What follows belongs to an exercise in optimizing a design on an open flow for small area; a production flow would make more cautious choices. The RTL was checked by simulation tests, not by an equivalence proof against the original design. Power figures rest on the tool's default switching activity, not on a simulated workload.

===== design/flow/run.sh =====
#!/bin/bash
# synth_recipe.tcl (not shown) runs the flow's synth.tcl, then flattens the netlist and writes it again
# the make line also repeats each setting of config.mk as NAME=value (left out here)
make -C /OpenROAD-flow-scripts/flow DESIGN_CONFIG=/design/flow/config.mk WORK_HOME=/design/flow/orfs CLKGATE_MAP_FILE= SYNTH_SCRIPT=/design/flow/synth_recipe.tcl finish

===== design/flow/config.mk =====
export PLATFORM = sky130hd
export DESIGN_NAME = vid_top
export DESIGN_NICKNAME = vid_top
export VERILOG_FILES = /design/flow/design.v
export SDC_FILE = /design/flow/constraint.sdc
export NUM_CORES = 4
export LEC_CHECK = 0
export CAP_MARGIN = 20
export CORE_MARGIN = 2
export CORE_UTILIZATION = 60
export CTS_CLUSTER_DIAMETER = 60
export CTS_CLUSTER_SIZE = 30
export SLEW_MARGIN = 20
export SYNTH_HIERARCHICAL = 1

===== design/flow/constraint.sdc =====
create_clock -name core_clock -period 5.0 [get_ports {clk}]
set_input_delay 1.0000 -clock core_clock [delete_from_list [all_inputs] [get_ports {clk}]]
set_output_delay 1.0000 -clock core_clock [all_outputs]
set_load 0.01 [all_outputs]

===== design/flow/design.v =====
package vid_pkg;
    typedef struct packed {
        logic [5:0]            pclk_n;    
        logic                  enable;
        logic                  rgb565;    
        logic [13-1:0] h_size_n;
        logic [13-1:0] h_end_n;
        logic [13-1:0] hsync_start_n;
        logic [13-1:0] hsync_end_n;
        logic [13-1:0] v_size_n;
        logic [13-1:0] v_end_n;
        logic [13-1:0] vsync_start_n;
        logic [13-1:0] vsync_end_n;
    } vid_cfg_t;
    typedef struct packed {
        logic slot_start;    
        logic active;
        logic hsync;
        logic vsync;
    } vid_tick_t;
    function automatic logic ge13(input logic [13-1:0] a,
                                  input logic [13-1:0] b_n);
        ge13 = 1'b1;
        for (int i = 0; i < 13; i++) begin
            ge13 = (a[i] & b_n[i]) | (a[i] & ge13) | (b_n[i] & ge13);
        end
    endfunction
    function automatic logic [13-1:0] inc13(input logic [13-1:0] a);
        logic c;
        c = 1'b1;
        for (int i = 0; i < 13; i++) begin
            inc13[i] = a[i] ^ c;
            c        = c & a[i];
        end
    endfunction
endpackage
`timescale 1ns/1ps
module vid_regs (
    input  logic                   clk,
    input  logic                   reset,
    input  logic                   reg_wr,
    input  logic [8-1:0] reg_addr,
    input  logic [32-1:0] reg_data,
    output vid_pkg::vid_cfg_t      cfg
);
    logic       wr_ctrl;
    logic [3:0] wr_span;     
    logic [3:0] span_valid;  
    logic [3:0] span_en;
    logic [25:0] span_data;
    assign wr_ctrl    = reg_wr && (reg_addr == 8'h00);
    assign wr_span[0] = reg_wr && (reg_addr == 8'h28);
    assign wr_span[1] = reg_wr && (reg_addr == 8'h30);
    assign wr_span[2] = reg_wr && (reg_addr == 8'h38);
    assign wr_span[3] = reg_wr && (reg_addr == 8'h40);
    assign span_en    = wr_span | ({4{wr_ctrl}} & ~span_valid);
    assign span_data  = wr_ctrl ? '1 : ~reg_data[25:0];
    always_ff @(posedge clk or posedge reset) begin
        if (reset) begin
            cfg.enable <= 1'b0;
            span_valid <= '0;
        end else begin
            if (wr_ctrl) begin
                cfg.enable <= reg_data[3];
            end
            span_valid <= span_valid | wr_span | {4{wr_ctrl}};
        end
    end
    always_ff @(posedge clk) begin
        if (wr_ctrl) begin
            cfg.pclk_n <= ~reg_data[9:4];
            cfg.rgb565 <= (reg_data[1:0] == 2'd1);
        end
        if (span_en[0]) begin
            cfg.h_size_n <= span_data[25:13];
            cfg.h_end_n  <= span_data[12:0];
        end
        if (span_en[1]) begin
            cfg.hsync_start_n <= span_data[25:13];
            cfg.hsync_end_n <= span_data[12:0];
        end
        if (span_en[2]) begin
            cfg.v_size_n <= span_data[25:13];
            cfg.v_end_n  <= span_data[12:0];
        end
        if (span_en[3]) begin
            cfg.vsync_start_n <= span_data[25:13];
            cfg.vsync_end_n <= span_data[12:0];
        end
    end
endmodule
`timescale 1ns/1ps
module vid_timing (
    input  logic              clk,
    input  logic              reset,
    input  vid_pkg::vid_cfg_t cfg,
    output vid_pkg::vid_tick_t tick
);
    logic [5:0]            div_cnt;
    logic [6:0]            div_inc;
    logic                  slot_end;
    logic [13-1:0] hcnt;
    logic [13-1:0] vcnt;
    logic [6:0] div_c;
    logic [6:0] div_g;
    assign div_c[0] = 1'b1;
    assign div_g[0] = 1'b1;
    for (genvar i = 0; i < 6; i++) begin : g_div
        assign div_inc[i]   = div_cnt[i] ^ div_c[i];
        assign div_c[i+1]   = div_c[i] & div_cnt[i];
        assign div_g[i+1]   = (div_inc[i] & cfg.pclk_n[i]) | (div_inc[i] & div_g[i]) | (cfg.pclk_n[i] & div_g[i]);
    end
    assign div_inc[6] = div_c[6];
    assign slot_end = div_inc[6] | div_g[6];
    always_ff @(posedge clk) begin
        if (!cfg.enable) begin
            div_cnt <= '0;
            hcnt    <= '0;
            vcnt    <= '0;
        end else if (slot_end) begin
            div_cnt <= '0;
            if (vid_pkg::ge13(hcnt, cfg.h_end_n)) begin
                hcnt <= '0;
                if (vid_pkg::ge13(vcnt, cfg.v_end_n)) begin
                    vcnt <= '0;
                end else begin
                    vcnt <= vid_pkg::inc13(vcnt);
                end
            end else begin
                hcnt <= vid_pkg::inc13(hcnt);
            end
        end else begin
            div_cnt <= div_inc[5:0];
        end
    end
    always_comb begin
        tick = '0;
        if (cfg.enable) begin
            tick.slot_start = (div_cnt == 6'd0);
            tick.active     = !vid_pkg::ge13(hcnt, cfg.h_size_n) && !vid_pkg::ge13(vcnt, cfg.v_size_n);
            tick.hsync      = vid_pkg::ge13(hcnt, cfg.hsync_start_n) && !vid_pkg::ge13(hcnt, cfg.hsync_end_n);
            tick.vsync      = vid_pkg::ge13(vcnt, cfg.vsync_start_n) && !vid_pkg::ge13(vcnt, cfg.vsync_end_n);
        end
    end
endmodule
`timescale 1ns/1ps
module pixel_fifo (
    input  logic        clk,
    input  logic        reset,
    input  logic        push,
    input  logic [23:0] push_data,
    input  logic        pop,
    output logic [23:0] head,
    output logic        empty,
    output logic        full
);
    logic [23:0] mem [32];
    logic [5:0] last;
    logic                  push_ok;
    logic                  pop_ok;
    assign empty   = last[5];
    assign full    = (last == (5+1)'(32 - 1));
    assign push_ok = push && !full;
    assign pop_ok  = pop && !empty;
    logic [32-1:0] rd_sel;
    for (genvar i = 0; i < 32; i++) begin : g_sel
        assign rd_sel[i] = (last[5-1:0] == i);
    end
    for (genvar b = 0; b < 24; b++) begin : g_rd
        logic [32-1:0] col;
        for (genvar i = 0; i < 32; i++) begin : g_col
            assign col[i] = mem[i][b];
        end
        fifo_rd_bit u_bit (.d(col), .sel(rd_sel), .y(head[b]));
    end
    always_ff @(posedge clk) begin
        if (push_ok) begin
            mem[0] <= push_data;
            for (int i = 1; i < 32; i++) begin
                mem[i] <= mem[i-1];
            end
        end
    end
    always_ff @(posedge clk or posedge reset) begin
        if (reset) begin
            last <= '1;
        end else begin
            case ({push_ok, pop_ok})
                2'b10:   last <= last + 1'b1;
                2'b01:   last <= last - 1'b1;
                default: last <= last;
            endcase
        end
    end
endmodule
module fifo_rd_bit (
    input  logic [31:0] d,
    input  logic [31:0] sel,
    output logic        y
);
    logic [10:0] t;    
    for (genvar j = 0; j < 10; j++) begin : g_aoi
        fifo_aoi3 u_aoi (.a(d[3*j +: 3]), .s(sel[3*j +: 3]), .y(t[j]));
    end
    fifo_aoi3 u_aoi_last (.a(d[31:29]), .s(sel[31:29]), .y(t[10]));
    logic [2:0] o;
    fifo_nand4 u_n0 (.a(t[3:0]), .y(o[0]));
    fifo_nand4 u_n1 (.a(t[7:4]), .y(o[1]));
    fifo_nand3 u_n2 (.a(t[10:8]), .y(o[2]));
    fifo_or3   u_o  (.a(o), .y(y));
endmodule
module fifo_aoi3 (
    input  logic [2:0] a,
    input  logic [2:0] s,
    output logic       y
);
    assign y = ~|(a & s);
endmodule
module fifo_nand3 (
    input  logic [2:0] a,
    output logic       y
);
    assign y = ~&a;
endmodule
module fifo_or3 (
    input  logic [2:0] a,
    output logic       y
);
    assign y = |a;
endmodule
module fifo_nand4 (
    input  logic [3:0] a,
    output logic       y
);
    assign y = ~&a;
endmodule
`timescale 1ns/1ps
module pixel_out (
    input  logic               clk,
    input  logic               reset,
    input  vid_pkg::vid_tick_t tick,
    input  logic               rgb565,
    input  logic [23:0]        head,
    input  logic               empty,
    output logic               pop,
    output logic               hsync,
    output logic               vsync,
    output logic               blank,
    output logic [7:0]         r,
    output logic [7:0]         g,
    output logic [7:0]         b,
    output logic               underrun
);
    logic [23:0] hold_word;
    logic        hold_nz;
    logic        rgb565_q;
    logic        show;
    logic        starve;
    assign starve = tick.slot_start && tick.active && empty;
    assign pop    = tick.slot_start && tick.active && !empty;
    always_ff @(posedge clk) begin
        if (pop) begin
            hold_word <= head;
        end
        if (tick.slot_start) begin
            hold_nz <= pop;
        end
        rgb565_q <= rgb565;
    end
    always_ff @(posedge clk or posedge reset) begin
        if (reset) begin
            hsync    <= 1'b0;
            vsync    <= 1'b0;
            blank    <= 1'b1;
            underrun <= 1'b0;
        end else begin
            hsync    <= tick.hsync;
            vsync    <= tick.vsync;
            blank    <= !tick.active;
            underrun <= underrun || starve;
        end
    end
    assign show = !blank && hold_nz;
    always_comb begin
        if (!show) begin
            r = 8'd0;
            g = 8'd0;
            b = 8'd0;
        end else if (rgb565_q) begin
            r = {hold_word[15:11], 3'b000};
            g = {hold_word[10:5], 2'b00};
            b = {hold_word[4:0], 3'b000};
        end else begin
            r = hold_word[23:16];
            g = hold_word[15:8];
            b = hold_word[7:0];
        end
    end
endmodule
`timescale 1ns/1ps
module vid_top (
    input  logic                   clk,
    input  logic                   reset,
    input  logic                   reg_wr,
    input  logic [8-1:0] reg_addr,
    input  logic [32-1:0] reg_data,
    input  logic                   pix_wr,
    input  logic [32-1:0] pix_data,
    output logic                   pix_full,
    output logic                   hsync,
    output logic                   vsync,
    output logic                   blank,
    output logic [7:0]             r,
    output logic [7:0]             g,
    output logic [7:0]             b,
    output logic                   underrun
);
    vid_pkg::vid_cfg_t  cfg;
    vid_pkg::vid_tick_t tick;
    logic [23:0]        fifo_head;
    logic               fifo_empty;
    logic               fifo_pop;
    vid_regs u_regs (
        .clk      (clk),
        .reset    (reset),
        .reg_wr   (reg_wr),
        .reg_addr (reg_addr),
        .reg_data (reg_data),
        .cfg      (cfg)
    );
    vid_timing u_timing (
        .clk   (clk),
        .reset (reset),
        .cfg   (cfg),
        .tick  (tick)
    );
    pixel_fifo u_fifo (
        .clk       (clk),
        .reset     (reset),
        .push      (pix_wr),
        .push_data (pix_data[23:0]),
        .pop       (fifo_pop),
        .head      (fifo_head),
        .empty     (fifo_empty),
        .full      (pix_full)
    );
    pixel_out u_out (
        .clk      (clk),
        .reset    (reset),
        .tick     (tick),
        .rgb565   (cfg.rgb565),
        .head     (fifo_head),
        .empty    (fifo_empty),
        .pop      (fifo_pop),
        .hsync    (hsync),
        .vsync    (vsync),
        .blank    (blank),
        .r        (r),
        .g        (g),
        .b        (b),
        .underrun (underrun)
    );
endmodule

==> results.rst, run 1 <==
.. list-table::
   :header-rows: 1

   * - Metric
     - Value
   * - Run status
     - complete, no violations
   * - Total negative slack
     - 0 ns
   * - Total CTS buffers
     - 50
   * - Number of diodes added for antenna fixing
     - 0
   * - GRT Total Usage
     - about 24%
   * - FF+latch count, synth
     - ~950
   * - Post-CTS Hold Fix Bufs
     - 0
   * - Maximum operating frequency
     - between 0.2 and 0.25 GHz
   * - Via count of the first global-routing pass
     - approximately 18k
   * - Peak ir drop on the vdd network
     - around 0.0004 V
   * - Final hold violation count
     - 0
   * - Areal power density over the cells
     - 431 mW/mm^2
   * - R2r endpoint
     - u_fifo.last[5]
   * - R2R depth
     - 18
   * - Worst-case headroom to the max-slew limit
     - 37.1%
   * - Wire length of the first global-routing pass
     - about 110000 um
   * - Clock tree from TritonCTS
     - yes
   * - Placed cell count
     - approximately 2.8k
   * - Pre-CTS WS
     - approximately 0.58 ns
   * - Post-Synthesis Cells
     - 1902
   * - Leakage power of the design
     - 13.2 nW
   * - Hold crit path type
     - register to register
   * - Total of endpoints with negative setup slack in the final report
     - 0
   * - Placed wire-length estimate
     - 47400 um
   * - Crit path capture type
     - register
   * - Total core area
     - between 0.05 and 0.06 sq mm
   * - Mean instance size in the synthesized netlist
     - 18.5 sq um
   * - Unrepaired setup endpoints after global routing
     - no
   * - Cell at the root of the clock tree
     - sky130_fd_sc_hd__clkbuf_16
   * - Post-route DRC
     - 0
   * - CP required
     - 5.54 ns
   * - Number of different library cells in the post-synthesis netlist
     - 79
   * - Parity-gate share of the synthesized area counting xor and xnor cells
     - less than 1%
   * - CTS H-tree lvls
     - 2
   * - Sum of internal, switching and leakage power
     - ~0.017 W
   * - Arithmetic-cell share of the synthesized area counting full adders, half adders and majority gates
     - roughly 1.6%
   * - Post-DR wirelength/cell
     - around 26 um
   * - Number of antenna violations at the first check in global routing
     - 5
   * - Total of fill cells in the finished design
     - 3843
   * - Vias post-DR
     - ~20k
   * - Die footprint
     - just over 0.06 sq mm
   * - Die outline height
     - ~250 um
   * - Share of async-settable or async-resettable flops after synthesis
     - under 10%
   * - Simple-gate portion of the synthesized area
     - roughly 5.5%
   * - Layout area overhead
     - 11.7%
   * - GPL Wtd Cong
     - a little over 0.8
   * - Slew at the pin with the worst max-slew slack
     - ~0.94 ns
   * - Hold-critical path depth
     - 0
   * - Complex-gate fraction of the synthesized area
     - 10.9%
   * - Number of gates given a new drive strength after cts
     - 0
   * - Final critical-path share of the clock period
     - 89.0%
   * - DRT iter0 DRCs
     - roughly 3.3k
   * - HP Start
     - u_regs.cfg[104]
   * - Post-route insts no fill
     - about 2.9k
   * - Worst endpoint data arrival time
     - roughly 5.0 ns
   * - Launching point of the worst reg2reg path
     - u_timing.vcnt[1]
   * - Hold EP
     - u_out.rgb565_q
   * - Pin count of the biggest net entering global routing
     - ~110
   * - Post-detailed-routing wire length
     - 73400 um
   * - # Max-Cap Violations
     - 0
   * - Setup slack after layout
     - approximately 0.55 ns
   * - Max Fanout on Critical Path
     - 10
   * - Final min period
     - approximately 4.4 ns
   * - Number of I/O pins
     - around 110
   * - Count of flip-flops with a built-in enable after synthesis
     - 904
   * - Multiplexer share of the synthesized area
     - less than 1%
   * - Share of post-route cells with drive strength above 1
     - around a tenth
   * - Detailed-routing iteration count for the pre-antenna-repair pass
     - 9
   * - Net count after synthesis
     - slightly above 2k
   * - Part of the Yosys area used for sequential elements
     - between 80% and 90%
   * - Aggregate global routing overflow
     - 0
   * - Post-DRT Antenna Nets
     - 0
   * - CTS sink cnt
     - 952
   * - Clock latency reported for the late side of the worst-skew pair
     - between 0.6 and 0.7 ns
   * - Count of input and output buffers
     - 90
   * - Worst setup SP type
     - register
   * - Cell area after synthesis
     - between 0.03 and 0.04 sq mm
   * - NumNets Final
     - around 2.2k
   * - Yosys synthesis warning count
     - 11
   * - Max-slew violations
     - 0
   * - Utilization after layout
     - about two thirds
   * - Post-DR vias/cell
     - about 6.8
   * - Layout Skew
     - roughly 0.023 ns
   * - Starting utilization of the core area
     - between 60% and 70%
   * - Synth Flop Type
     - sky130_fd_sc_hd__edfxtp_1
   * - Buffers inserted by post-CTS timing repair
     - 0
   * - Chip Width
     - approximately 250 um
   * - Register-to-register path setup slack
     - between 0.5 and 0.6 ns
   * - Number of buffers on the longest clock path
     - 3
   * - Placement row count
     - roughly 90
   * - Clock edge transition at the registers on the reported setup and hold paths
     - approximately 0.10 ns
   * - Critical path class
     - register to register
   * - Combinational family with the most area after synthesis
     - compound AO/OA/AOI/OAI gates
worst max-delay path by stage:
stage,from,endpoint,slack (ns)
CTS,u_regs.cfg[40],u_fifo.last[5],0.53
global placement,u_regs.cfg[40],u_fifo.last[5],0.65
finish,u_timing.vcnt[1],u_fifo.last[5],0.55
global route,u_timing.vcnt[1],u_fifo.last[5],0.16
detailed placement,u_regs.cfg[40],u_fifo.last[5],0.58
floorplan,u_fifo.last[4],u_fifo.mem[0][0],-8.12
metrics by stage:
step / hold WS, ns / area [sq um]
after floorplan: 0.323 / 35200
after global placement: 0.327 / 37400
after detailed placement: 0.339 / 37400
after CTS: 0.362 / 39200
after global routing: 0.374 / 39200
final: 0.361 / 39200
cells by family after synthesis:
kind of cell	count (synthesis)
fa+ha+maj	45
xor+xnor	6
compound gates	435
buf+inv	72
simple gates	373
mux	19
flops	952
critical path, stage by stage (launching register included):
cell	delay (ns)
sky130_fd_sc_hd__dfxtp_1	0.41
sky130_fd_sc_hd__a211oi_1	0.23
sky130_fd_sc_hd__nor2_1	0.09
sky130_fd_sc_hd__maj3_2	0.31
sky130_fd_sc_hd__maj3_1	0.37
sky130_fd_sc_hd__maj3_1	0.37
sky130_fd_sc_hd__a221oi_1	0.22
sky130_fd_sc_hd__nor4_1	0.12
sky130_fd_sc_hd__a211oi_1	0.24
sky130_fd_sc_hd__buf_4	0.18
sky130_fd_sc_hd__nand2_1	0.07
sky130_fd_sc_hd__nor2_2	0.09
sky130_fd_sc_hd__nor2b_1	0.16
sky130_fd_sc_hd__ha_1	0.38
sky130_fd_sc_hd__ha_1	0.35
sky130_fd_sc_hd__o211ai_1	0.32
sky130_fd_sc_hd__or3b_1	0.17
sky130_fd_sc_hd__nand4_1	0.11
sky130_fd_sc_hd__a221oi_2	0.18
per-module statistics from Yosys (local to each module, per instance), a selection:
module,flops+latches,cell area [sq um],times used,cells inside
fifo_nand3,0,5.00,24,1
fifo_aoi3,0,10.0,264,1
vid_regs,116,3820,1,185
vid_timing,32,3020,1,408
fifo_nand4,0,6.26,48,1
fifo_or3,0,6.26,24,1
pixel_fifo,774,23800,1,868
sequential cells by signal, summed over array words and instances (netlist names):
register,count
u_fifo.last,6
u_out.hold_word,24
u_out.underrun,1
u_out.vsync,1
u_timing.div_cnt,6
u_timing.vcnt,13
u_out.hold_nz,1
u_regs.span_valid,4
u_out.hsync,1
u_out.blank,1
u_out.rgb565_q,1
u_timing.hcnt,13
u_fifo.mem,768
u_regs.cfg,112
routing by layer:
metal,vias up,part of all wire [%],track usage [%]
li1,8640,-,-
met1,9913,44,37.9
met2,912,45,36.1
met3,82,8.6,3.65
met4,0,2.4,6.52
met5,-,0,0
cell usage after synthesis, types with 4 or more instances:
master | number | area (sq um)
sky130_fd_sc_hd__nor2_1 | 88 | 330
sky130_fd_sc_hd__a221oi_1 | 5 | 43.8
sky130_fd_sc_hd__xor2_1 | 4 | 35.0
sky130_fd_sc_hd__o211ai_1 | 9 | 67.6
sky130_fd_sc_hd__nand4_1 | 52 | 325
sky130_fd_sc_hd__dfxtp_1 | 33 | 661
sky130_fd_sc_hd__nor3_1 | 14 | 70.1
sky130_fd_sc_hd__maj3_1 | 7 | 70.1
sky130_fd_sc_hd__maj3_2 | 4 | 45.0
sky130_fd_sc_hd__nand2b_1 | 7 | 43.8
sky130_fd_sc_hd__mux2i_1 | 16 | 160
sky130_fd_sc_hd__o21ai_0 | 22 | 110
sky130_fd_sc_hd__nand3_1 | 45 | 225
sky130_fd_sc_hd__a211oi_1 | 10 | 75.1
sky130_fd_sc_hd__a22oi_1 | 11 | 82.6
sky130_fd_sc_hd__a21oi_1 | 29 | 145
sky130_fd_sc_hd__clkbuf_1 | 30 | 113
sky130_fd_sc_hd__edfxtp_1 | 904 | 27100
sky130_fd_sc_hd__a222oi_1 | 266 | 2660
sky130_fd_sc_hd__and2_1 | 13 | 81.3
sky130_fd_sc_hd__nand3b_1 | 4 | 30.0
sky130_fd_sc_hd__dfstp_2 | 7 | 184
sky130_fd_sc_hd__o31ai_1 | 7 | 52.6
sky130_fd_sc_hd__nor4_1 | 5 | 31.3
sky130_fd_sc_hd__a22o_1 | 13 | 114
sky130_fd_sc_hd__buf_6 | 6 | 67.6
sky130_fd_sc_hd__nand2_1 | 81 | 304
sky130_fd_sc_hd__buf_2 | 10 | 50.1
sky130_fd_sc_hd__inv_1 | 23 | 86.3
sky130_fd_sc_hd__dfrtp_1 | 8 | 200
sky130_fd_sc_hd__o22ai_1 | 22 | 138
sky130_fd_sc_hd__and3_1 | 12 | 75.1
sky130_fd_sc_hd__or3_1 | 25 | 156
sky130_fd_sc_hd__a31oi_1 | 9 | 56.3
sky130_fd_sc_hd__ha_1 | 33 | 413
power breakdown:
| group | switching, W | total (W) | internal, W |
|---|---|---|---|
| registers | 0.000306 | 0.00970 | 0.00939 |
| logic | 0.00151 | 0.00225 | 0.000748 |
| clock network | 0.00277 | 0.00493 | 0.00216 |
| total | 0.00458 | 0.0169 | 0.0123 |
cell usage in the layout (no fill, tap or decap), types with 6 or more instances in the layout:
cell type	count
sky130_fd_sc_hd__nor2_1	66
sky130_fd_sc_hd__maj3_1	7
sky130_fd_sc_hd__a22oi_1	11
sky130_fd_sc_hd__inv_12	7
sky130_fd_sc_hd__inv_6	7
sky130_fd_sc_hd__nand4_1	52
sky130_fd_sc_hd__and2_1	13
sky130_fd_sc_hd__a22o_1	13
sky130_fd_sc_hd__nand2_1	81
sky130_fd_sc_hd__o31ai_1	7
sky130_fd_sc_hd__dfstp_2	7
sky130_fd_sc_hd__clkdlybuf4s50_1	90
sky130_fd_sc_hd__nor2_2	20
sky130_fd_sc_hd__o21ai_0	22
sky130_fd_sc_hd__edfxtp_1	904
sky130_fd_sc_hd__mux2i_1	16
sky130_fd_sc_hd__o22ai_1	22
sky130_fd_sc_hd__clkinv_8	11
sky130_fd_sc_hd__ha_1	33
sky130_fd_sc_hd__clkbuf_16	51
sky130_fd_sc_hd__a21oi_1	28
sky130_fd_sc_hd__buf_4	57
sky130_fd_sc_hd__nand2b_1	6
sky130_fd_sc_hd__dfrtp_1	8
sky130_fd_sc_hd__or3_1	25
sky130_fd_sc_hd__and3_1	12
sky130_fd_sc_hd__nand3_1	45
sky130_fd_sc_hd__nor3_1	11
sky130_fd_sc_hd__a211oi_1	10
sky130_fd_sc_hd__dfxtp_1	33
sky130_fd_sc_hd__o211ai_1	9
sky130_fd_sc_hd__inv_1	22
sky130_fd_sc_hd__a31oi_1	8
sky130_fd_sc_hd__a222oi_1	266
sky130_fd_sc_hd__buf_12	7
final cells by class:
class | instances | area [sq um] | share of cell area (%)
clock buffers | 52 | 1280 | 3.26
well taps | 765 | 957 | 2.44
inverters | 23 | 90.1 | 0.230
repair buffers | 154 | 1470 | 3.75
flip-flops and latches | 952 | 28200 | 71.9
multi-input cells | 878 | 6680 | 17.0
clock inverters | 39 | 538 | 1.37
==> inputs of run 2 (changes only) <==
==> design/flow/flow/run.sh (new file) <==
#!/bin/bash
# The standard layout (the standard.sh, unchanged synthesis, floorplan,
# power grid and routing) with two changes to how cells are added:
# - the port buffers are the platform's smallest buffer (buf_1) instead of
#   the resizer's default choice;
# - clock tree synthesis adds no dummy loads to balance the leaf nets.
# Each tool's full output is in the ORFS logs under orfs/logs; make's own
# output is in standard_flow.log.
set -euo pipefail
export BUFFER_PORTS_ARGS="-buffer_cell sky130_fd_sc_hd__buf_1"
export CTS_ARGS="-sink_clustering_enable -repair_clock_nets -dont_use_dummy_load -sink_clustering_size 30 -sink_clustering_max_diameter 60"
bash standard.sh finish > standard_flow.log 2>&1
==> design/flow/standard.sh (new file) <==
#!/bin/bash
# synth_recipe.tcl (not shown) runs the flow's synth.tcl, then flattens the netlist and writes it again
# the make line also repeats each setting of config.mk as NAME=value (left out here)
make -C /OpenROAD-flow-scripts/flow DESIGN_CONFIG=/design/flow/config.mk WORK_HOME=/design/flow/orfs CLKGATE_MAP_FILE= SYNTH_SCRIPT=/design/flow/synth_recipe.tcl "${@:-finish}"
removed: design/flow/run.sh
==> results.rst, run 2 <==
.. list-table::
   :header-rows: 1

   * - Metric
     - Value
   * - Layout Cell Area excl Fill
     - around 0.038 sq mm
   * - Areal power density over the cells
     - between 400 and 500 mW/mm^2
   * - Biggest cell delay along the critical path
     - about 0.4 ns
   * - Critical path class
     - register to register
   * - Commonest cells after routing, fill and taps aside
     - sky130_fd_sc_hd__edfxtp_1, sky130_fd_sc_hd__a222oi_1, sky130_fd_sc_hd__buf_1, sky130_fd_sc_hd__nand2_1, sky130_fd_sc_hd__nor2_1
   * - Parity-gate share of the synthesized area counting xor and xnor cells
     - less than 1%
   * - Clock tree from TritonCTS
     - yes
   * - # Max-Cap Violations
     - 0
   * - Via count of the first global-routing pass
     - between 15k and 20k
   * - Chip Width
     - between 200 and 250 um
   * - Post-route DRC
     - 0
   * - Post-DR wirelength/cell
     - around 26 um
   * - Cell type contributing the most total cell area after synthesis
     - sky130_fd_sc_hd__edfxtp_1
   * - Commonest cells in the netlist
     - sky130_fd_sc_hd__edfxtp_1, sky130_fd_sc_hd__a222oi_1, sky130_fd_sc_hd__nor2_1, sky130_fd_sc_hd__nand2_1, sky130_fd_sc_hd__nand4_1
   * - Cell at the root of the clock tree
     - sky130_fd_sc_hd__clkbuf_16
   * - Highest-delay cell along the critical path
     - sky130_fd_sc_hd__edfxtp_1
   * - Final critical-path share of the clock period
     - approximately nine tenths
   * - FF/Latch Area
     - 0.0282 sq mm
   * - Hold crit path type
     - input pin to async pin
   * - Part of the Yosys area used for sequential elements
     - between 80% and 90%
   * - DRT iter0 DRCs
     - about 3.3k
   * - GRT Total Usage
     - between 20% and 30%
   * - Worst-case headroom to the max-slew limit
     - around 34%
   * - Run status
     - complete, no violations
   * - CTS sink cnt
     - between 900 and 1k
   * - Post-DRT Antenna Nets
     - 0
   * - Max Fanout on Critical Path
     - 9
   * - Share of post-route cells with drive strength above 1
     - under 10%
   * - Placed wire-length estimate
     - ~48000 um
   * - Count of input and output buffers
     - 90
   * - Total CTS buffers
     - 51
   * - Total of endpoints with negative setup slack in the final report
     - 0
   * - Number of antenna violations at the first check in global routing
     - 7
   * - Layout area overhead
     - 8.28%
   * - Number of gates given a new drive strength after cts
     - 0
   * - Post-Synthesis Cells
     - between 1.5k and 2k
   * - Unrepaired setup endpoints after global routing
     - no
   * - Complex-gate fraction of the synthesized area
     - 10.9%
   * - Placement row count
     - 88
   * - Yosys synthesis warning count
     - 11
   * - Mean instance size in the synthesized netlist
     - 18.5 sq um
   * - Total negative slack
     - 0 ns
   * - Synth Flop Type
     - sky130_fd_sc_hd__edfxtp_1
   * - Peak ir drop on the vdd network
     - between 0.0003 and 0.0004 V
   * - Area of the multi-input gates
     - around 0.0067 sq mm
   * - Worst Hold Slack
     - approximately 0.35 ns
   * - Die outline height
     - about 250 um
   * - Final min period
     - 4.52 ns
   * - Maximum operating frequency
     - 0.221 GHz
   * - Register-to-register path setup slack
     - roughly 0.48 ns
   * - Worst endpoint data arrival time
     - just over 5 ns
   * - Cell area after synthesis
     - about 0.035 sq mm
   * - CP required
     - between 5 and 6 ns
   * - NumNets Final
     - 2161
   * - Buffers inserted by post-CTS timing repair
     - 0
   * - Simple-gate portion of the synthesized area
     - 5.50%
   * - Aggregate global routing overflow
     - 0
   * - Post-CTS Hold Fix Bufs
     - 0
   * - Critical Path, Cell by Cell
     - a211oi_1, nor2_1, maj3_2, maj3_1, maj3_1, a221oi_1, nor4_1, a211oi_1, buf_4, nand2_1, nor2_2, nor2b_1, ha_1, ha_1, o211ai_1, or3b_1, nand4_1, a221oi_2
   * - CTS H-tree lvls
     - 2
   * - Crit path capture type
     - register
   * - Number of I/O pins
     - ~110
   * - Combinational family with the most area after synthesis
     - compound AO/OA/AOI/OAI gates
   * - Vias post-DR
     - ~19k
   * - Total core area
     - a little under 0.06 sq mm
   * - Starting utilization of the core area
     - 60.7%
   * - Buffering stage count on the worst path with inverters included
     - 1
   * - Largest Register
     - u_fifo.mem
   * - Largest registers
     - u_fifo.mem: 768 flops, u_regs.cfg: 112 flops, u_out.hold_word: 24 flops
   * - Detailed-routing iteration count for the pre-antenna-repair pass
     - 13
   * - Total of fill cells in the finished design
     - around 4.0k
   * - Multiplexer share of the synthesized area
     - less than 1%
   * - Slew at the pin with the worst max-slew slack
     - between 0.9 and 1 ns
   * - Pin count of the biggest net entering global routing
     - between 150 and 200
   * - Share of async-settable or async-resettable flops after synthesis
     - under 10%
   * - Delay-heaviest family, CP
     - adder cells
   * - Cell with the most instances after synthesis
     - sky130_fd_sc_hd__edfxtp_1
   * - Clock latency reported for the late side of the worst-skew pair
     - between 0.6 and 0.7 ns
   * - Wire length of the first global-routing pass
     - about 110000 um
   * - Proportion of netlist area held by the largest area contributor
     - just under 80%
   * - GPL Wtd Cong
     - between 0.8 and 0.9
   * - FF+latch count, synth
     - about 950
   * - Most common library cell in the layout ignoring fill and taps
     - sky130_fd_sc_hd__edfxtp_1
   * - Final hold violation count
     - 0
   * - Most area-consuming cells after synthesis
     - sky130_fd_sc_hd__edfxtp_1, sky130_fd_sc_hd__a222oi_1, sky130_fd_sc_hd__dfxtp_1
   * - Arithmetic-cell share of the synthesized area counting full adders, half adders and majority gates
     - roughly 1.6%
   * - Post-detailed-routing wire length
     - approximately 74000 um
   * - Clock edge transition at the registers on the reported setup and hold paths
     - around 0.09 ns
   * - Flip-flop count of the largest register after layout
     - 768
   * - Net count after synthesis
     - ~2k
   * - Placed Area
     - roughly 0.037 sq mm
   * - Count of flip-flops with a built-in enable after synthesis
     - about 900
   * - Layout Skew
     - between 0.06 and 0.07 ns
   * - Post-DR vias/cell
     - just under 7
   * - Die footprint
     - between 0.06 and 0.07 sq mm
   * - Worst setup SP type
     - register
   * - Number of different library cells in the post-synthesis netlist
     - around 80
   * - Number of buffers on the longest clock path
     - 3
   * - Max-slew violations
     - 0
   * - Leakage power of the design
     - ~13 nW
run 2: cell counts after synthesis:
Identical to the previous run, type by type.
run 2: logic make-up after synthesis:
| group | after synthesis |
|---|---|
| mux | 19 |
| flops | 952 |
| buf+inv | 72 |
| simple gates | 373 |
| compound gates | 435 |
| xor+xnor | 6 |
| fa+ha+maj | 45 |
run 2: path summary, 6_finish.rpt:
path	start	to	depth (start not counted)
hold reg to reg	u_regs.cfg[104]	u_out.rgb565_q	0
setup reg to reg	u_regs.cfg[40]	u_fifo.last[5]	18
setup / recovery	u_regs.cfg[40]	u_fifo.last[5]	18
hold / removal	reset	u_out.underrun	2
min in group core_clock	u_regs.cfg[104]	u_out.rgb565_q	0
max in group asynchronous	reset	u_regs.span_valid[1]	2
run 2: metrics by stage:
| step | setup WS, ns | utilization (%) | total power, W | std cells |
|---|---|---|---|---|
| after floorplan | -8.12 | - | 0.0111 | 1902 |
| after global placement | 0.682 | 63.5 | 0.0120 | 2762 |
| after detailed placement | 0.544 | 63.5 | 0.0121 | 2763 |
| after CTS | 0.514 | 65.7 | 0.0161 | 2814 |
| after global routing | 0.204 | 65.7 | 0.0166 | 2814 |
| final | 0.477 | 65.8 | 0.0160 | 2816 |
run 2: Yosys stat by module (local to each module, per instance), a selection:
| module | cells inside | area, sq um | flops+latches | copies in the design |
|---|---|---|---|---|
| fifo_nand3 | 1 | 5.00 | 0 | 24 |
| fifo_aoi3 | 1 | 10.0 | 0 | 264 |
| fifo_or3 | 1 | 6.26 | 0 | 24 |
| fifo_nand4 | 1 | 6.26 | 0 | 48 |
| vid_regs | 185 | 3820 | 116 | 1 |
| vid_timing | 408 | 3020 | 32 | 1 |
| pixel_fifo | 868 | 23800 | 774 | 1 |
| pixel_out | 81 | 1240 | 30 | 1 |
run 2: cell type report:
| type | count | share of cell area [%] |
|---|---|---|
| tap | 765 | 2.52 |
| inverter | 23 | 0.237 |
| clock buffer | 51 | 3.36 |
| multi-input combinational | 878 | 17.6 |
| timing repair buffer | 145 | 2.11 |
| sequential | 952 | 74.2 |
| antenna | 2 | 0.0132 |
run 2: report_power, final:
part	total (W)	leakage (nW)	internal, W	switching, W
Clock	0.00410	0.628	0.00181	0.00229
Sequential	0.00970	9.18	0.00940	0.000305
Combinational	0.00222	2.86	0.000704	0.00152
run 2: metal layers:
| layer | GRT usage, % | share of wire (%) | up-vias |
|---|---|---|---|
| met4 | 6.40 | 2.1 | 2 |
| met2 | 36.7 | 46 | 925 |
| met1 | 37.2 | 43 | 9885 |
| met3 | 4.05 | 9.2 | 90 |
| li1 | - | - | 8547 |
| met5 | 0 | 0.011 | - |
==> inputs of run 3 (changes only) <==
--- a/design/flow/design.v
+++ b/design/flow/design.v
@@ -134,4 +134,9 @@
         end
     end
+    logic hs_ge_start, hs_ge_end, vs_ge_start, vs_ge_end;
+    cmp_ge13 u_c0 (.a(hcnt), .b_n(cfg.hsync_start_n), .ge(hs_ge_start));
+    cmp_ge13 u_c1 (.a(hcnt), .b_n(cfg.hsync_end_n),   .ge(hs_ge_end));
+    cmp_ge13 u_c2 (.a(vcnt), .b_n(cfg.vsync_start_n), .ge(vs_ge_start));
+    cmp_ge13 u_c3 (.a(vcnt), .b_n(cfg.vsync_end_n),   .ge(vs_ge_end));
     always_comb begin
         tick = '0;
@@ -139,9 +144,29 @@
             tick.slot_start = (div_cnt == 6'd0);
             tick.active     = !vid_pkg::ge13(hcnt, cfg.h_size_n) && !vid_pkg::ge13(vcnt, cfg.v_size_n);
-            tick.hsync      = vid_pkg::ge13(hcnt, cfg.hsync_start_n) && !vid_pkg::ge13(hcnt, cfg.hsync_end_n);
-            tick.vsync      = vid_pkg::ge13(vcnt, cfg.vsync_start_n) && !vid_pkg::ge13(vcnt, cfg.vsync_end_n);
+            tick.hsync      = hs_ge_start && !hs_ge_end;
+            tick.vsync      = vs_ge_start && !vs_ge_end;
         end
     end
 endmodule
+module cmp_ge13 (
+    input  logic [12:0] a,
+    input  logic [12:0] b_n,
+    output logic        ge
+);
+    logic [13:1] g;
+    assign g[1] = a[0] | b_n[0];
+    for (genvar i = 1; i < 13; i++) begin : g_m
+        maj3 u_m (.a(a[i]), .b(b_n[i]), .c(g[i]), .y(g[i+1]));
+    end
+    assign ge = g[13];
+endmodule
+module maj3 (
+    input  logic a,
+    input  logic b,
+    input  logic c,
+    output logic y
+);
+    assign y = (a & b) | (a & c) | (b & c);
+endmodule
 `timescale 1ns/1ps
 module pixel_fifo (
--- a/design/flow/flow/run.sh
+++ b/design/flow/flow/run.sh
@@ -9,4 +9,4 @@
 set -euo pipefail
 export BUFFER_PORTS_ARGS="-buffer_cell sky130_fd_sc_hd__buf_1"
-export CTS_ARGS="-sink_clustering_enable -repair_clock_nets -dont_use_dummy_load -sink_clustering_size 30 -sink_clustering_max_diameter 60"
+export CTS_ARGS="-sink_clustering_enable -repair_clock_nets -dont_use_dummy_load -sink_clustering_size 35 -sink_clustering_max_diameter 50"
 bash standard.sh finish > standard_flow.log 2>&1
--- a/design/flow/config.mk
+++ b/design/flow/config.mk
@@ -9,6 +9,6 @@
 export CORE_MARGIN = 2
 export CORE_UTILIZATION = 60
-export CTS_CLUSTER_DIAMETER = 60
-export CTS_CLUSTER_SIZE = 30
+export CTS_CLUSTER_DIAMETER = 50
+export CTS_CLUSTER_SIZE = 35
 export SLEW_MARGIN = 20
 export SYNTH_HIERARCHICAL = 1
==> results.rst, run 3 <==
.. list-table::
   :header-rows: 1

   * - Metric
     - Value
   * - Run status
     - complete, no violations
   * - Layout Skew
     - ~0.044 ns
   * - Cell type contributing the most total cell area after synthesis
     - sky130_fd_sc_hd__edfxtp_1
   * - Total of endpoints with negative setup slack in the final report
     - 0
   * - Yosys synthesis warning count
     - 11
   * - Placed wire-length estimate
     - 44100 um
   * - Post-detailed-routing wire length
     - 71100 um
   * - Most area-consuming cells after synthesis
     - sky130_fd_sc_hd__edfxtp_1, sky130_fd_sc_hd__a222oi_1, sky130_fd_sc_hd__dfxtp_1
   * - Cell at the root of the clock tree
     - sky130_fd_sc_hd__clkbuf_16
   * - Chip Width
     - between 200 and 250 um
   * - Commonest cells in the netlist
     - sky130_fd_sc_hd__edfxtp_1, sky130_fd_sc_hd__a222oi_1, sky130_fd_sc_hd__nor2_1, sky130_fd_sc_hd__nand2_1, sky130_fd_sc_hd__nand4_1
   * - Clock tree from TritonCTS
     - yes
   * - Max Fanout on Critical Path
     - 8
   * - Maximum operating frequency
     - roughly 0.21 GHz
   * - Pin count of the biggest net entering global routing
     - ~200
   * - R2R depth
     - 14
   * - Vias post-DR
     - 18.8k
   * - Aggregate global routing overflow
     - 0
   * - Wire length of the first global-routing pass
     - 108000 um
   * - Flip-flop count of the largest register after layout
     - roughly 770
   * - Post-DRT Antenna Nets
     - 0
   * - Total core area
     - about 0.058 sq mm
   * - # Max-Cap Violations
     - 0
   * - Clock latency reported for the late side of the worst-skew pair
     - around 0.63 ns
   * - NumNets Final
     - ~2.1k
   * - Largest Register
     - u_fifo.mem
   * - Number of different library cells in the post-synthesis netlist
     - 86
   * - Number of gates given a new drive strength after cts
     - 0
   * - Worst-case headroom to the max-slew limit
     - 32.7%
   * - Peak ir drop on the vdd network
     - about 0.00030 V
   * - Die footprint
     - approximately 0.060 sq mm
   * - CP required
     - 5.50 ns
   * - Part of the Yosys area used for sequential elements
     - approximately 80%
   * - Share of post-route cells with drive strength above 1
     - a little under an eighth
   * - Sum of internal, switching and leakage power
     - around 0.017 W
   * - Unrepaired setup endpoints after global routing
     - no
   * - Post-route insts no fill
     - 2758
   * - CTS H-tree lvls
     - 3
   * - Launching point of the worst reg2reg path
     - u_timing.hcnt[0]
   * - Worst setup SP type
     - register
   * - Layout area overhead
     - 10.2%
   * - Placed Area
     - approximately 0.037 sq mm
   * - Detailed-routing iteration count for the pre-antenna-repair pass
     - 14
   * - Total CTS buffers
     - 76
   * - Cell area after synthesis
     - 0.0349 sq mm
   * - Crit path capture type
     - register
   * - Via count of the first global-routing pass
     - 18.1k
   * - Net count after synthesis
     - around 1.9k
   * - Pre-CTS WS
     - around 0.31 ns
   * - Post-CTS Hold Fix Bufs
     - 0
   * - Max-slew violations
     - 0
   * - Proportion of netlist area held by the largest area contributor
     - approximately 80%
   * - Count of flip-flops with a built-in enable after synthesis
     - about 900
   * - Buffers inserted by post-CTS timing repair
     - 0
   * - Largest registers
     - u_fifo.mem: 768 flops, u_regs.cfg: 112 flops, u_out.hold_word: 24 flops
   * - Number of antenna violations at the first check in global routing
     - 5
   * - Leakage power of the design
     - 13.0 nW
   * - Most common library cell in the layout ignoring fill and taps
     - sky130_fd_sc_hd__edfxtp_1
   * - Final min period
     - 4.72 ns
   * - Number of buffers on the longest clock path
     - 3
   * - Post-DR vias/cell
     - 6.82
   * - Die outline height
     - ~250 um
   * - Final critical-path share of the clock period
     - a little over nine tenths
   * - Slew at the pin with the worst max-slew slack
     - about 1.0 ns
   * - Commonest cells after routing, fill and taps aside
     - sky130_fd_sc_hd__edfxtp_1, sky130_fd_sc_hd__a222oi_1, sky130_fd_sc_hd__buf_1, sky130_fd_sc_hd__clkbuf_16, sky130_fd_sc_hd__nand2_1
   * - Synth Flop Type
     - sky130_fd_sc_hd__edfxtp_1
   * - Post-route DRC
     - 0
   * - Mean instance size in the synthesized netlist
     - 19.4 sq um
   * - Setup slack after layout
     - 0.283 ns
   * - Post-Synthesis Cells
     - approximately 1.8k
   * - Total of fill cells in the finished design
     - around 3.9k
   * - Post-DR wirelength/cell
     - between 20 and 30 um
   * - Clock edge transition at the registers on the reported setup and hold paths
     - ~0.06 ns
   * - Share of async-settable or async-resettable flops after synthesis
     - ~1.6%
   * - GRT Total Usage
     - 23.7%
   * - Worst Setup SP
     - u_timing.hcnt[0]
   * - Worst endpoint data arrival time
     - 5.22 ns
   * - Count of input and output buffers
     - 90
   * - Cell with the most instances after synthesis
     - sky130_fd_sc_hd__edfxtp_1
   * - Final hold violation count
     - 0
   * - Hold crit path type
     - input pin to async pin
   * - Areal power density over the cells
     - ~440 mW/mm^2
   * - Placed cell count
     - 2680
   * - Starting utilization of the core area
     - 60.6%
   * - FF+latch count, synth
     - 952
   * - CTS sink cnt
     - 952
   * - DRT iter0 DRCs
     - 3206
   * - Layout Cell Area excl Fill
     - between 0.03 and 0.04 sq mm
   * - Utilization after layout
     - about two thirds
   * - Placement row count
     - 88
   * - R2r endpoint
     - u_out.hsync
   * - GPL Wtd Cong
     - approximately 0.79
   * - Number of I/O pins
     - about 110
   * - Critical path class
     - register to register
   * - Register-to-register path setup slack
     - roughly 0.28 ns
[run 3: modules after synthesis, one instance, submodules excluded, excerpt]
module | flip-flops and latches | copies in the design | cells inside | area, sq um
cmp_ge13 | 0 | 4 | 1 | 6.26
fifo_aoi3 | 0 | 264 | 1 | 10.0
fifo_nand4 | 0 | 48 | 1 | 6.26
maj3 | 0 | 48 | 1 | 11.3
pixel_fifo | 774 | 1 | 868 | 23800
pixel_out | 30 | 1 | 81 | 1240
[run 3: logic make-up after synthesis]
kind of cell / share of synthesized area, %
AND/OR/NAND/NOR: 4.64
multiplexers: 0.598
XOR/XNOR: 0.150
adder cells (fa/ha/maj): 3.07
buffers and inverters: 0.670
flip-flops: 80.7
AO/OA/AOI/OAI: 10.1
[run 3: worst max-delay path by stage]
stage | endpoint | slack (ns) | cells past startpoint
2_1_floorplan | u_fifo.mem[0][0] | -8.12 | 5
3_3_place_gp | u_out.hsync | 0.40 | 14
3_5_place_dp | u_out.hsync | 0.31 | 14
4_1_cts | u_out.hsync | 0.29 | 14
5_1_grt | u_fifo.last[5] | 0.05 | 17
6_report | u_out.hsync | 0.28 | 14
[run 3: layout make-up]
class                      instances  area (sq um)  share of cell area [%]
sequential                       952         28200                    73.3
multi-input combinational        805          6580                    17.1
tap                              765           957                    2.49
antenna                            1          2.50                 0.00650
clock buffer                      76          1900                    4.94
timing repair buffer             136           766                    1.99
inverter                          23          90.1                   0.234
[run 3: critical path, cell delays in order (launching register included)]
cell and delay, ns:
sky130_fd_sc_hd__dfxtp_1 0.37, sky130_fd_sc_hd__or2_1 0.25, sky130_fd_sc_hd__maj3_2 0.33, sky130_fd_sc_hd__maj3_2 0.31, sky130_fd_sc_hd__maj3_2 0.31, sky130_fd_sc_hd__maj3_2 0.31
sky130_fd_sc_hd__maj3_2 0.32, sky130_fd_sc_hd__maj3_2 0.31, sky130_fd_sc_hd__maj3_2 0.33, sky130_fd_sc_hd__maj3_2 0.31, sky130_fd_sc_hd__maj3_2 0.32, sky130_fd_sc_hd__maj3_2 0.31
sky130_fd_sc_hd__maj3_2 0.31, sky130_fd_sc_hd__maj3_2 0.30, sky130_fd_sc_hd__nor3b_1 0.22
[run 3: through the flow]
step / hold WS (ns) / setup TNS, ns
2_1_floorplan: 0.323 / -6233.11
6_report: 0.328 / 0
4_1_cts: 0.317 / 0
3_5_place_dp: 0.336 / 0
3_3_place_gp: 0.332 / 0
5_1_grt: 0.322 / 0
[run 3: report_power, final]
part | switching (W) | internal, W | total [W]
Combinational | 0.00148 | 0.000693 | 0.00217
Clock | 0.00247 | 0.00268 | 0.00515
Sequential | 0.000311 | 0.00941 | 0.00972
[run 3: metal layers]
layer,vias up,share of wire [%],track usage (%)
met5,-,0,0
met4,0,1.6,5.22
met3,85,9.4,5.12
met2,813,44,33.6
met1,9625,45,38.1
li1,8279,-,-
==> inputs of run 4 (changes only) <==
--- a/design/flow/flow/run.sh
+++ b/design/flow/flow/run.sh
@@ -9,4 +9,4 @@
 set -euo pipefail
 export BUFFER_PORTS_ARGS="-buffer_cell sky130_fd_sc_hd__buf_1"
-export CTS_ARGS="-sink_clustering_enable -repair_clock_nets -dont_use_dummy_load -sink_clustering_size 35 -sink_clustering_max_diameter 50"
+export CTS_ARGS="-sink_clustering_enable -repair_clock_nets -dont_use_dummy_load -sink_clustering_size 34 -sink_clustering_max_diameter 70"
 bash standard.sh finish > standard_flow.log 2>&1
--- a/design/flow/config.mk
+++ b/design/flow/config.mk
@@ -9,6 +9,7 @@
 export CORE_MARGIN = 2
 export CORE_UTILIZATION = 60
-export CTS_CLUSTER_DIAMETER = 50
-export CTS_CLUSTER_SIZE = 35
+export CTS_CLUSTER_DIAMETER = 70
+export CTS_CLUSTER_SIZE = 34
+export GPL_TIMING_DRIVEN = 0
 export SLEW_MARGIN = 20
 export SYNTH_HIERARCHICAL = 1
==> results.rst, run 4 <==
.. list-table::
   :header-rows: 1

   * - Metric
     - Value
   * - Chip Width
     - ~250 um
   * - Hold crit path type
     - input pin to async pin
   * - GRT Total Usage
     - 23.4%
   * - Slew at the pin with the worst max-slew slack
     - about 1.1 ns
   * - Capture point of the critical path
     - u_out.vsync
   * - Post-DR vias/cell
     - approximately 6.8
   * - Clock latency reported for the late side of the worst-skew pair
     - roughly 0.64 ns
   * - Largest registers
     - u_fifo.mem: 768 flops, u_regs.cfg: 112 flops, u_out.hold_word: 24 flops
   * - Area of the multi-input gates
     - around 0.0068 sq mm
   * - Proportion of netlist area held by the largest area contributor
     - between 70% and 80%
   * - Starting utilization of the core area
     - 60.6%
   * - Number of buffers on the longest clock path
     - 3
   * - Post-DRT Antenna Nets
     - 0
   * - Total core area
     - around 0.058 sq mm
   * - Yosys synthesis warning count
     - 11
   * - Post-route DRC
     - 0
   * - Net count after synthesis
     - roughly 1.9k
   * - Placement row count
     - 88
   * - Die footprint
     - between 0.06 and 0.07 sq mm
   * - Post-Synthesis Cells
     - roughly 1.8k
   * - Run status
     - complete, no violations
   * - Largest Register
     - u_fifo.mem
   * - Part of the Yosys area used for sequential elements
     - 80.7%
   * - Peak ir drop on the vdd network
     - 0.000306 V
   * - Unrepaired setup endpoints after global routing
     - no
   * - Placed wire-length estimate
     - ~47000 um
   * - Layout area overhead
     - 9.73%
   * - Final critical-path share of the clock period
     - 95.2%
   * - Pre-CTS WS
     - 0.206 ns
   * - Pin count of the biggest net entering global routing
     - 40
   * - Cell area after synthesis
     - around 0.035 sq mm
   * - Maximum operating frequency
     - approximately 0.21 GHz
   * - Most area-consuming cells after synthesis
     - sky130_fd_sc_hd__edfxtp_1, sky130_fd_sc_hd__a222oi_1, sky130_fd_sc_hd__dfxtp_1
   * - Register-to-register path setup slack
     - approximately 0.24 ns
   * - Flip-flop count of the largest register after layout
     - ~770
   * - Worst-case headroom to the max-slew limit
     - between 20% and 30%
   * - Number of diodes added for antenna fixing
     - 0
   * - CP required
     - 5.49 ns
   * - Layout Skew
     - between 0.07 and 0.08 ns
   * - GPL Wtd Cong
     - just under 0.9
   * - R2R depth
     - 14
   * - Detailed-routing iteration count for the pre-antenna-repair pass
     - 12
   * - Count of flip-flops with a built-in enable after synthesis
     - roughly 900
   * - Buffers inserted by post-CTS timing repair
     - 0
   * - Post-detailed-routing wire length
     - slightly above 70000 um
   * - Total CTS buffers
     - 44
   * - Most common library cell in the layout ignoring fill and taps
     - sky130_fd_sc_hd__edfxtp_1
   * - Worst setup SP type
     - register
   * - Via count of the first global-routing pass
     - 17.8k
   * - Commonest cells after routing, fill and taps aside
     - sky130_fd_sc_hd__edfxtp_1, sky130_fd_sc_hd__a222oi_1, sky130_fd_sc_hd__buf_1, sky130_fd_sc_hd__nand2_1, sky130_fd_sc_hd__nand4_1
   * - Total of fill cells in the finished design
     - between 3k and 4k
   * - Cell with the most instances after synthesis
     - sky130_fd_sc_hd__edfxtp_1
   * - CTS H-tree lvls
     - 2
   * - Commonest cells in the netlist
     - sky130_fd_sc_hd__edfxtp_1, sky130_fd_sc_hd__a222oi_1, sky130_fd_sc_hd__nor2_1, sky130_fd_sc_hd__nand2_1, sky130_fd_sc_hd__nand4_1
   * - Die outline height
     - 245 um
   * - NumNets Final
     - 2085
   * - Post-DR wirelength/cell
     - 25.9 um
   * - Count of input and output buffers
     - slightly below 90
   * - FF/Latch Area
     - 0.0282 sq mm
   * - Wire length of the first global-routing pass
     - 108000 um
   * - Areal power density over the cells
     - ~410 mW/mm^2
   * - Total of endpoints with negative setup slack in the final report
     - 0
   * - Cell at the root of the clock tree
     - sky130_fd_sc_hd__clkbuf_16
   * - Number of gates given a new drive strength after cts
     - 0
   * - Max-slew violations
     - 0
   * - DRT iter0 DRCs
     - around 3.4k
   * - Post-route insts no fill
     - 2738
   * - Worst endpoint data arrival time
     - roughly 5.3 ns
   * - Share of async-settable or async-resettable flops after synthesis
     - about 1.6%
   * - CTS sink cnt
     - ~950
   * - Post-CTS Hold Fix Bufs
     - 0
   * - Share of post-route cells with drive strength above 1
     - 11.6%
   * - Number of I/O pins
     - between 100 and 150
   * - Synth Flop Type
     - sky130_fd_sc_hd__edfxtp_1
   * - Critical path class
     - register to register
   * - Max Fanout on Critical Path
     - 6
   * - Number of different library cells in the post-synthesis netlist
     - 86
   * - Leakage power of the design
     - about 13 nW
   * - Clock tree from TritonCTS
     - yes
   * - Mean instance size in the synthesized netlist
     - ~19 sq um
   * - R2r endpoint
     - u_out.vsync
   * - Placed cell count
     - between 2k and 3k
   * - Setup slack after layout
     - approximately 0.24 ns
   * - Vias post-DR
     - ~19k
   * - Clock edge transition at the registers on the reported setup and hold paths
     - 0.11 ns
   * - Number of antenna violations at the first check in global routing
     - 10
   * - Sum of internal, switching and leakage power
     - ~0.016 W
   * - Aggregate global routing overflow
     - 0
   * - Launching point of the worst reg2reg path
     - u_timing.vcnt[0]
   * - Worst Setup SP
     - u_timing.vcnt[0]
   * - Cell type contributing the most total cell area after synthesis
     - sky130_fd_sc_hd__edfxtp_1
   * - Final hold violation count
     - 0
   * - FF+latch count, synth
     - roughly 950
   * - Total negative slack
     - 0 ns
   * - Crit path capture type
     - register
   * - Final min period
     - 4.76 ns
   * - # Max-Cap Violations
     - 0
-- run 4: changes by cell type in the layout (fill, tap and decap cells not counted), moves of 3 or more --
cell,previous run,this run
sky130_fd_sc_hd__nor2_1,57,34
sky130_fd_sc_hd__buf_4,40,5
sky130_fd_sc_hd__buf_1,90,87
sky130_fd_sc_hd__buf_12,5,21
sky130_fd_sc_hd__nor2_4,1,24
sky130_fd_sc_hd__clkbuf_16,76,44
sky130_fd_sc_hd__buf_16,1,6
sky130_fd_sc_hd__clkbuf_1,0,6
sky130_fd_sc_hd__buf_6,0,18
sky130_fd_sc_hd__buf_2,0,4
-- run 4: cell type report --
class / instances / share of cell area [%]
Sequential cell: 952 / 73.6
Multi-Input combinational cell: 805 / 17.6
Clock buffer: 44 / 2.87
Timing Repair Buffer: 128 / 2.75
Tap cell: 765 / 2.50
Buffer: 21 / 0.441
Inverter: 23 / 0.235
-- run 4: worst min path at each step --
stage / startpoint / cells after the start / endpoint / slack [ns]
2_1_floorplan: u_regs.cfg[104] / 0 / u_out.rgb565_q / 0.32
3_3_place_gp: u_regs.cfg[104] / 0 / u_out.rgb565_q / 0.33
3_5_place_dp: u_regs.cfg[104] / 0 / u_out.rgb565_q / 0.34
4_1_cts: reset / 2 / u_out.vsync / 0.33
5_1_grt: u_regs.cfg[104] / 0 / u_out.rgb565_q / 0.36
6_report: reset / 2 / u_out.vsync / 0.36
-- run 4: routing by layer --
metal	track usage [%]	up-vias	share of wire, %
li1	-	8257	-
met1	38.5	9556	46
met2	33.8	868	44
met3	3.70	70	8.6
met4	4.39	2	1.5
met5	0	-	0.018
-- run 4: per-module statistics from Yosys (local to each module, per instance), a selection --
| module | times used | cell area (sq um) |
|---|---|---|
| pixel_fifo | 1 | 23800 |
| vid_timing | 1 | 2270 |
| pixel_out | 1 | 1240 |
| fifo_aoi3 | 264 | 10.0 |
| fifo_nand4 | 48 | 6.26 |
| fifo_nand3 | 24 | 5.00 |
-- run 4: worst max-delay path: stages, from the launching register on --
cell and delay, ns:
sky130_fd_sc_hd__dfxtp_1 0.39, sky130_fd_sc_hd__or2_1 0.23, sky130_fd_sc_hd__maj3_2 0.31, sky130_fd_sc_hd__maj3_2 0.31
sky130_fd_sc_hd__maj3_2 0.33, sky130_fd_sc_hd__maj3_2 0.32, sky130_fd_sc_hd__maj3_2 0.31, sky130_fd_sc_hd__maj3_2 0.31
sky130_fd_sc_hd__maj3_2 0.32, sky130_fd_sc_hd__maj3_2 0.32, sky130_fd_sc_hd__maj3_2 0.32, sky130_fd_sc_hd__maj3_2 0.32
sky130_fd_sc_hd__maj3_2 0.32, sky130_fd_sc_hd__maj3_2 0.31, sky130_fd_sc_hd__nor3b_2 0.19
-- run 4: power breakdown --
part,switching (W),leakage [nW],internal [W]
clock,0.00225,0.542,0.00158
combinational,0.00161,3.09,0.000755
sequential,0.000253,9.18,0.00939
total,0.00411,12.8,0.0117
-- run 4: metrics by stage --
stage / utilization, % / hold slack [ns] / area [sq um]
2_1_floorplan: - / 0.323 / 35000
3_3_place_gp: 63.0 / 0.333 / 36300
3_5_place_dp: 64.6 / 0.339 / 37200
4_1_cts: 66.5 / 0.326 / 38300
5_1_grt: 66.6 / 0.360 / 38300
6_report: 66.6 / 0.362 / 38300
-- run 4: cell families after synthesis --
logic type | after synthesis | synth area share (%)
flip-flops | 952 | 80.7
AND/OR/NAND/NOR | 307 | 4.64
AO/OA/AOI/OAI | 380 | 10.1
multiplexers | 20 | 0.598
buffers and inverters | 44 | 0.670
XOR/XNOR | 6 | 0.150
adder cells (fa/ha/maj) | 92 | 3.07
==> inputs of run 5 (changes only) <==
--- a/design/flow/config.mk
+++ b/design/flow/config.mk
@@ -11,5 +11,4 @@
 export CTS_CLUSTER_DIAMETER = 70
 export CTS_CLUSTER_SIZE = 34
-export GPL_TIMING_DRIVEN = 0
 export SLEW_MARGIN = 20
 export SYNTH_HIERARCHICAL = 1
==> results.rst, run 5 <==
.. list-table::
   :header-rows: 1

   * - Metric
     - Value
   * - Hold crit path type
     - input pin to async pin
   * - GRT Total Usage
     - about a quarter
   * - Buffers inserted by post-CTS timing repair
     - 0
   * - Vias post-DR
     - around 19k
   * - Layout Cell Area excl Fill
     - roughly 0.038 sq mm
   * - Aggregate global routing overflow
     - 0
   * - Post-Synthesis Cells
     - about 1.8k
   * - # Max-Cap Violations
     - 0
   * - Total of endpoints with negative setup slack in the final report
     - 0
   * - Final hold violation count
     - 0
   * - CTS H-tree lvls
     - 2
   * - Final critical-path share of the clock period
     - a little over nine tenths
   * - Cell with the most instances after synthesis
     - sky130_fd_sc_hd__edfxtp_1
   * - CTS sink cnt
     - around 950
   * - Delay-heaviest family, CP
     - adder cells
   * - Largest registers
     - u_fifo.mem: 768 flops, u_regs.cfg: 112 flops, u_out.hold_word: 24 flops
   * - Most common library cell in the layout ignoring fill and taps
     - sky130_fd_sc_hd__edfxtp_1
   * - Cell type contributing the most total cell area after synthesis
     - sky130_fd_sc_hd__edfxtp_1
   * - Number of I/O pins
     - about 110
   * - Buffering stage count on the worst path with inverters included
     - 0
   * - Commonest cells in the netlist
     - sky130_fd_sc_hd__edfxtp_1, sky130_fd_sc_hd__a222oi_1, sky130_fd_sc_hd__nor2_1, sky130_fd_sc_hd__nand2_1, sky130_fd_sc_hd__nand4_1
   * - Leakage power of the design
     - between 10 and 15 nW
   * - Crit path capture type
     - register
   * - Capture point of the critical path
     - u_out.hsync
   * - Starting utilization of the core area
     - 60.6%
   * - Flip-flop count of the largest register after layout
     - ~770
   * - DRT iter0 DRCs
     - between 3k and 4k
   * - Cell area after synthesis
     - 0.0349 sq mm
   * - Post-detailed-routing wire length
     - about 70000 um
   * - Total core area
     - ~0.058 sq mm
   * - Commonest cells after routing, fill and taps aside
     - sky130_fd_sc_hd__edfxtp_1, sky130_fd_sc_hd__a222oi_1, sky130_fd_sc_hd__buf_1, sky130_fd_sc_hd__nand2_1, sky130_fd_sc_hd__nor2_1
   * - Most used cell along the critical path
     - sky130_fd_sc_hd__maj3_2
   * - Synth Flop Type
     - sky130_fd_sc_hd__edfxtp_1
   * - Cell at the root of the clock tree
     - sky130_fd_sc_hd__clkbuf_16
   * - Layout Skew
     - 0.0849 ns
   * - Mean instance size in the synthesized netlist
     - 19.4 sq um
   * - Die outline height
     - approximately 250 um
   * - GPL Wtd Cong
     - roughly 0.79
   * - Number of diodes added for antenna fixing
     - 0
   * - Max-slew violations
     - 0
   * - Most area-consuming cells after synthesis
     - sky130_fd_sc_hd__edfxtp_1, sky130_fd_sc_hd__a222oi_1, sky130_fd_sc_hd__dfxtp_1
   * - Biggest cell delay along the critical path
     - 0.38 ns
   * - Critical Path Stages
     - 14
   * - Final min period
     - between 4 and 5 ns
   * - Number of different library cells in the post-synthesis netlist
     - 86
   * - Highest-delay cell along the critical path
     - sky130_fd_sc_hd__dfxtp_1
   * - Worst Hold Slack
     - 0.355 ns
   * - Net count after synthesis
     - approximately 1.9k
   * - Total CTS buffers
     - 44
   * - NumNets Final
     - 2072
   * - Register-to-register path setup slack
     - between 0.2 and 0.3 ns
   * - CP required
     - roughly 5.5 ns
   * - R2r endpoint
     - u_out.hsync
   * - Worst setup SP type
     - register
   * - Largest Register
     - u_fifo.mem
   * - Critical Path, Cell by Cell
     - or2_1, maj3_2, maj3_2, maj3_2, maj3_2, maj3_2, maj3_2, maj3_2, maj3_2, maj3_2, maj3_2, maj3_2, maj3_2, nor3b_1
   * - Part of the Yosys area used for sequential elements
     - between 80% and 90%
   * - Sum of internal, switching and leakage power
     - about 0.016 W
   * - Clock tree from TritonCTS
     - yes
   * - Placed Area
     - between 0.03 and 0.04 sq mm
   * - Critical path class
     - register to register
   * - Count of flip-flops with a built-in enable after synthesis
     - 904
   * - Placement row count
     - 88
   * - Pin count of the biggest net entering global routing
     - around 200
   * - Clock latency reported for the late side of the worst-skew pair
     - 0.63 ns
   * - Detailed-routing iteration count for the pre-antenna-repair pass
     - 11
   * - Number of antenna violations at the first check in global routing
     - 4
   * - Via count of the first global-routing pass
     - 17.7k
   * - Proportion of netlist area held by the largest area contributor
     - between 70% and 80%
   * - Worst-case headroom to the max-slew limit
     - between 30% and 40%
   * - Number of gates given a new drive strength after cts
     - 0
   * - Max Fanout on Critical Path
     - 8
   * - Peak ir drop on the vdd network
     - ~0.00035 V
   * - Die footprint
     - between 0.06 and 0.07 sq mm
   * - R2R depth
     - 14
   * - Layout area overhead
     - 7.89%
   * - Post-DRT Antenna Nets
     - 0
   * - Unrepaired setup endpoints after global routing
     - no
   * - Run status
     - complete, no violations
   * - Yosys synthesis warning count
     - 11
   * - Number of buffers on the longest clock path
     - 3
   * - Launching point of the worst reg2reg path
     - u_timing.hcnt[0]
   * - Worst Setup SP
     - u_timing.hcnt[0]
   * - Clock edge transition at the registers on the reported setup and hold paths
     - roughly 0.09 ns
   * - Share of async-settable or async-resettable flops after synthesis
     - approximately 1.6%
   * - Maximum operating frequency
     - between 0.2 and 0.25 GHz
   * - Placed wire-length estimate
     - 44100 um
   * - Wire length of the first global-routing pass
     - between 100000 and 150000 um
   * - Count of input and output buffers
     - 90
   * - Post-DR vias/cell
     - 6.88
   * - Worst endpoint data arrival time
     - 5.22 ns
   * - Chip Width
     - approximately 250 um
   * - Post-DR wirelength/cell
     - 25.8 um
   * - Areal power density over the cells
     - approximately 420 mW/mm^2
   * - Post-route DRC
     - 0
   * - Post-CTS Hold Fix Bufs
     - 0
   * - Total of fill cells in the finished design
     - 3932
   * - FF+latch count, synth
     - 952
   * - Share of post-route cells with drive strength above 1
     - roughly a tenth
   * - Slew at the pin with the worst max-slew slack
     - between 1 and 1.5 ns
[run 5: cell counts after synthesis]
No cell type changed its count.
[run 5: per-stage QoR]
stage | std cells | util (%) | setup WS (ns) | setup TNS (ns)
final | 2725 | 65.4 | 0.251 | 0
after global routing | 2725 | 65.4 | 0.00248 | 0
after CTS | 2724 | 65.4 | 0.241 | 0
after detailed placement | 2680 | 63.5 | 0.315 | 0
after global placement | 2679 | 63.4 | 0.403 | 0
after floorplan | 1801 | - | -8.12 | -6233.11
[run 5: worst register-to-register path, stage by stage (launching register included)]
cell and delay (ns):
sky130_fd_sc_hd__dfxtp_1 0.38, sky130_fd_sc_hd__or2_1 0.24, sky130_fd_sc_hd__maj3_2 0.33, sky130_fd_sc_hd__maj3_2 0.31, sky130_fd_sc_hd__maj3_2 0.32, sky130_fd_sc_hd__maj3_2 0.31, sky130_fd_sc_hd__maj3_2 0.32, sky130_fd_sc_hd__maj3_2 0.31
sky130_fd_sc_hd__maj3_2 0.32, sky130_fd_sc_hd__maj3_2 0.31, sky130_fd_sc_hd__maj3_2 0.32, sky130_fd_sc_hd__maj3_2 0.31, sky130_fd_sc_hd__maj3_2 0.31, sky130_fd_sc_hd__maj3_2 0.30, sky130_fd_sc_hd__nor3b_1 0.22
[run 5: Yosys stat by module (local to each module, per instance), a selection]
module      flops+latches  times used
pixel_fifo            774           1
vid_regs              116           1
vid_timing             32           1
pixel_out              30           1
maj3                    0          48
fifo_aoi3               0         264
cmp_ge13                0           4
fifo_nand4              0          48
fifo_or3                0          24
fifo_nand3              0          24
[run 5: logic make-up after synthesis]
logic type                 Yosys count  synth area share [%]
AOI/OAI and AO/OA                  380                  10.1
xor gates and xnor gates             6                 0.150
adders and majority gates           92                  3.07
buffers and inverters               44                 0.670
DFF                                952                  80.7
muxes                               20                 0.598
and+or+nand+nor                    307                  4.64
[run 5: worst min-delay path by stage]
stage                     slack (ns)             from        endpoint  depth (start not counted)
final                           0.36            reset     u_out.vsync                          2
after global routing            0.36            reset     u_out.vsync                          2
after CTS                       0.34            reset     u_out.vsync                          2
after detailed placement        0.34  u_regs.cfg[104]  u_out.rgb565_q                          0
after global placement          0.33  u_regs.cfg[104]  u_out.rgb565_q                          0
after floorplan                 0.32  u_regs.cfg[104]  u_out.rgb565_q                          0
[run 5: area by class of cell]
cell class	instances	area, sq um	area share [%]
flip-flops and latches	952	28200	74.8
multi-input cells	805	6580	17.5
clock buffers	44	1100	2.92
well taps	765	957	2.54
repair buffers	136	766	2.03
inverters	23	90.1	0.239
[run 5: metal layers]
layer	global-route usage, %	routed length [um]	up-vias
met5	0	0	-
met4	4.88	1010	0
met3	4.38	6260	69
met2	33.3	31000	753
met1	37.8	32000	9713
li1	-	-	8212
[run 5: power breakdown]
group	switching [W]	total, W	internal (W)
Sequential	0.000311	0.00971	0.00940
Clock	0.00223	0.00381	0.00158
Combinational	0.00147	0.00216	0.000693

## separate check: timing with driven ports
No port has a modelled driver above. Below, the same layouts with a new extraction and two added sets of constraints. Step 1, drivers: a clkbuf_16 drives clk and a buf_2 each remaining input, both assumed. Step 2 moves the port delays by t, midway between the first and last clock arrival at a register: inputs arrive t later, outputs are due t later. That takes back most of the time a late clock gives input paths. Slacks: no drivers / after step 1 / after step 2; pairs: no drivers / after step 1.
run	t (ns)	slack for setup (ns)	worst hold slack (ns)	worst setup path at the end	slew at the worst register clock pin (ns)
run 1	0.694	0.552 / 0.552 / 0.552	0.361 / 0.361 / 0.361	register to register	0.11 / 0.11
run 2	0.676	0.477 / 0.477 / 0.477	0.346 / 0.307 / 0.350	register to register	0.11 / 0.11
run 3	0.664	0.283 / 0.283 / 0.283	0.328 / 0.290 / 0.348	register to register	0.08 / 0.08
run 4	0.657	0.240 / 0.240 / 0.240	0.362 / 0.326 / 0.362	register to register	0.12 / 0.12
run 5	0.654	0.251 / 0.251 / 0.251	0.355 / 0.311 / 0.357	register to register	0.12 / 0.12
After both steps setup and hold are still met in every run listed.
